What follows belongs to an exercise in optimizing a design on an open flow for small area and a short achievable clock period; a production flow would make more cautious choices. Where RTL was checked, it was by simulation tests only, not by an equivalence proof against the original.

lane 1:
// exec_mem_top
module exec_mem_top (
    input  logic                i_clock,
    input  logic                i_reset,
    input  cpu_pkg::inst_addr_t i_pc,
    input  logic [3:0]          i_alu_op,
    input  cpu_pkg::data_t      i_operand_a,
    input  cpu_pkg::data_t      i_operand_b,
    input  cpu_pkg::data_t      i_store_data,
    input  logic                i_mem_wr_enable,
    input  cpu_pkg::reg_addr_t  i_reg_wr_addr,
    input  logic                i_reg_wr_enable,
    input  logic [1:0]          i_wb_sel,
    input  logic                i_flush,
    output cpu_pkg::data_t      o_wb_data,
    output cpu_pkg::reg_addr_t  o_wb_reg_addr,
    output logic                o_wb_reg_wr_enable
);
    localparam int unsigned SPLIT = 16;
    cpu_pkg::data_t      ex_result;
    logic                ex_carry;
    logic                ex_lt_from_sum;
    logic [cpu_pkg::DMEM_DEPTH-1:0] ex_word_select;
    cpu_pkg::data_t      mem_result;
    logic                mem_carry;
    logic                mem_lt_from_sum;
    logic [cpu_pkg::DMEM_DEPTH-1:0] mem_word_select;
    cpu_pkg::data_t      mem_store_data;
    logic                mem_mem_wr_enable;
    cpu_pkg::reg_addr_t  mem_reg_wr_addr;
    logic                mem_reg_wr_enable;
    logic                mem_load;
    logic                mem_killed;
  ...
clock: 4.5 ns
lec_check: 0
cap_margin: 20
core_margin: 2
core_utilization: 40
cts_cluster_diameter: 80
cts_cluster_size: 26
hold_slack_margin: 0
place_density: 0.75
setup_slack_margin: 2.0
slew_margin: 20
synth_hierarchical: 1
standard.sh (not shown) runs the stock make flow with config.mk's settings and CLKGATE_MAP_FILE= SYNTH_SCRIPT=/design/flow/synth_recipe.tcl, a recipe that flattens the netlist after the stock synthesis.
==> flow/flow/run.sh <==
#!/bin/bash
set -euo pipefail
export BUFFER_PORTS_ARGS="-buffer_cell sky130_fd_sc_hd__buf_2"
bash standard.sh > standard.log 2>&1
Lane 1: full flow OK, the timing, DRC and antenna checks passed
Setup changes, lane 1 to lane 2
diff --git a/flow/design.v b/flow/design.v
--- a/flow/design.v
+++ b/flow/design.v
@@ -86,28 +86,47 @@
             3'd3:    other = i_operand_a | i_operand_b;
             3'd4:    other = i_operand_a ^ i_operand_b;
             3'd5:    other = shift_left;
             3'd6:    other = shift_right;
             3'd7:    other = {31'd0, signs_differ & i_operand_a[31]};
             default: other = '0;
         endcase
     end
     assign alu = ({32{pick_add}} & {add_hi, add_lo})
                | ({32{pick_sub}} & {sub_hi, sub_lo})
                | other;
     for (genvar j = 0; j < 6; j++) begin : g_index
+        logic bit_and;
+        logic bit_or;
+        logic bit_xor;
+        logic logic_n;                       
+        logic left_n;                        
+        logic right_n;                       
+        logic other_bit;
+        assign bit_and = i_operand_a[j+2] & i_operand_b[j+2];
+        assign bit_or  = i_operand_a[j+2] | i_operand_b[j+2];
+        assign bit_xor = i_operand_a[j+2] ^ i_operand_b[j+2];
+        gate_aoi222 u_logic (
+            .a1 (op == 3'd2), .a2 (bit_and),
+            .b1 (op == 3'd3), .b2 (bit_or),
+            .c1 (op == 3'd4), .c2 (bit_xor),
+            .y  (logic_n)
+        );
+        gate_nand2 u_left (.a (op == 3'd5), .b (shift_left[j+2]), .y (left_n));
+        gate_nand2 u_right (.a (op == 3'd6), .b (shift_right[j+2]), .y (right_n));
+        gate_nand3 u_other (.a (logic_n), .b (left_n), .c (right_n), .y (other_bit));
         gate_aoi221 u_index (
             .a1 (is_add), .a2 (add_lo[j+2]),
             .b1 (is_sub), .b2 (sub_lo[j+2]),
-            .c1 (other[j+2]),
+            .c1 (other_bit),
             .y  (index_n[j])
         );
         gate_inv u_index_p (.a (index_n[j]), .y (index[j]));
     end
     for (genvar k = 0; k < 8; k++) begin : g_decode
         gate_nand3 u_low (
             .a (k[0] ? index[0] : index_n[0]),
             .b (k[1] ? index[1] : index_n[1]),
             .c (k[2] ? index[2] : index_n[2]),
             .y (low_n[k])
         );
         gate_nand3 u_high (
@@ -1025,39 +1044,33 @@
     cpu_pkg::data_t                 result;
     logic                           clear;
     logic                           load_pick;
     cpu_pkg::data_t                 result_pick;
     cpu_pkg::data_t                 wb_data_next;
     assign result_hi = i_result[31:SPLIT] + {{(HI-1){1'b0}}, i_carry};
     assign result    = i_lt_from_sum ? {31'd0, result_hi[HI-1]}
                                      : {result_hi, i_result[SPLIT-1:0]};
     for (genvar b = 0; b < cpu_pkg::DATA_WIDTH; b++) begin : g_read
         logic [21:0] level1;                 
         logic [5:0]  level2;                 
         logic [1:0]  level3;                 
-        for (genvar g = 0; g < 20; g++) begin : g_l1
+        for (genvar g = 0; g < 21; g++) begin : g_l1
             gate_aoi222 u_aoi (
                 .a1 (i_word_select[3*g]),   .a2 (dmem[3*g][b]),
                 .b1 (i_word_select[3*g+1]), .b2 (dmem[3*g+1][b]),
                 .c1 (i_word_select[3*g+2]), .c2 (dmem[3*g+2][b]),
                 .y  (level1[g])
             );
         end
-        for (genvar g = 20; g < 22; g++) begin : g_l1b
-            gate_aoi22 u_aoi (
-                .a1 (i_word_select[60+2*(g-20)]),   .a2 (dmem[60+2*(g-20)][b]),
-                .b1 (i_word_select[60+2*(g-20)+1]), .b2 (dmem[60+2*(g-20)+1][b]),
-                .y  (level1[g])
-            );
-        end
+        gate_nand2 u_l1 (.a (i_word_select[63]), .b (dmem[63][b]), .y (level1[21]));
         for (genvar g = 0; g < 5; g++) begin : g_l2
             gate_nand4 u_nand (
                 .a (level1[4*g]), .b (level1[4*g+1]), .c (level1[4*g+2]), .d (level1[4*g+3]),
                 .y (level2[g])
             );
         end
         gate_nand2 u_l2 (.a (level1[20]), .b (level1[21]), .y (level2[5]));
         gate_nor3 u_l3a (.a (level2[0]), .b (level2[1]), .c (level2[2]), .y (level3[0]));
         gate_nor3 u_l3b (.a (level2[3]), .b (level2[4]), .c (level2[5]), .y (level3[1]));
         gate_nand2 u_l4 (.a (level3[0]), .b (level3[1]), .y (load_data[b]));
     end
     always_ff @(posedge i_clock) begin
@@ -1085,30 +1098,24 @@
             o_wb_reg_addr      <= i_reg_wr_addr;
             o_wb_reg_wr_enable <= i_reg_wr_enable;
         end
     end
 endmodule
 `default_nettype wire
 module gate_aoi222 (
     input  logic a1, a2, b1, b2, c1, c2,
     output logic y
 );
     assign y = ~((a1 & a2) | (b1 & b2) | (c1 & c2));
 endmodule
-module gate_aoi22 (
-    input  logic a1, a2, b1, b2,
-    output logic y
-);
-    assign y = ~((a1 & a2) | (b1 & b2));
-endmodule
 module gate_nand4 (
     input  logic a, b, c, d,
     output logic y
 );
     assign y = ~(a & b & c & d);
 endmodule
 module gate_nand3 (
     input  logic a, b, c,
     output logic y
 );
     assign y = ~(a & b & c);
 endmodule
==> results.txt <==
- Lane 2 | stages: all done | timing, DRC, antenna: all pass
- Of lane 2 and lane 1, the run reporting the higher relative area change from synthesis to final layout was lane 2.
- On worst setup slack: lane 2 sits above lane 1.
- Met2 wire length (lane 2 vs. lane 1) decreases by a few percent
- Re pre-CTS setup slack: lane 2 and lane 1 aren't equal, and the higher value belongs to lane 1.
- In the tables for lane 2 and lane 1, count of inserted tapcells reads higher with lane 1.
Only the layout flow was run in lane 2; the RTL was not checked for function there.

[port drivers added, routing unchanged]
How much do the figures lean on ideal ports? The routed layouts below were timed once more, with nothing changed but the port constraints.
Step 1: set_driving_cell puts a clkbuf_16 on i_clock and a buf_2 on each other input, an assumption about the parent block.
Step 2 adds t to the input delays and takes it off the output delays; t is the mean of the earliest and latest rising clock arrival at the registers after step 1. Input paths then give back, and output paths get back, about the clock's delay inside the block.
a / b / c = ideal / step 1 / step 2; a / b = the first two.
run | t, ns | setup WS [ns] | clock arrival spread, ns | worst register clock-pin slew, ns | worst data-port slew with drivers (ns)
lane 1 | 0.860 | 1.721 / 1.721 / 0.945 | 0.053 / 0.052 | 0.11 / 0.11 | 0.28
lane 2 | 0.847 | 1.745 / 1.651 / 0.803 | 0.049 / 0.049 | 0.11 / 0.11 | 0.18
After both steps every run listed still meets setup and hold. For lane 2, which loses most, drivers alone change the setup slack by -0.094 ns; drivers and shift together by -0.942 ns.
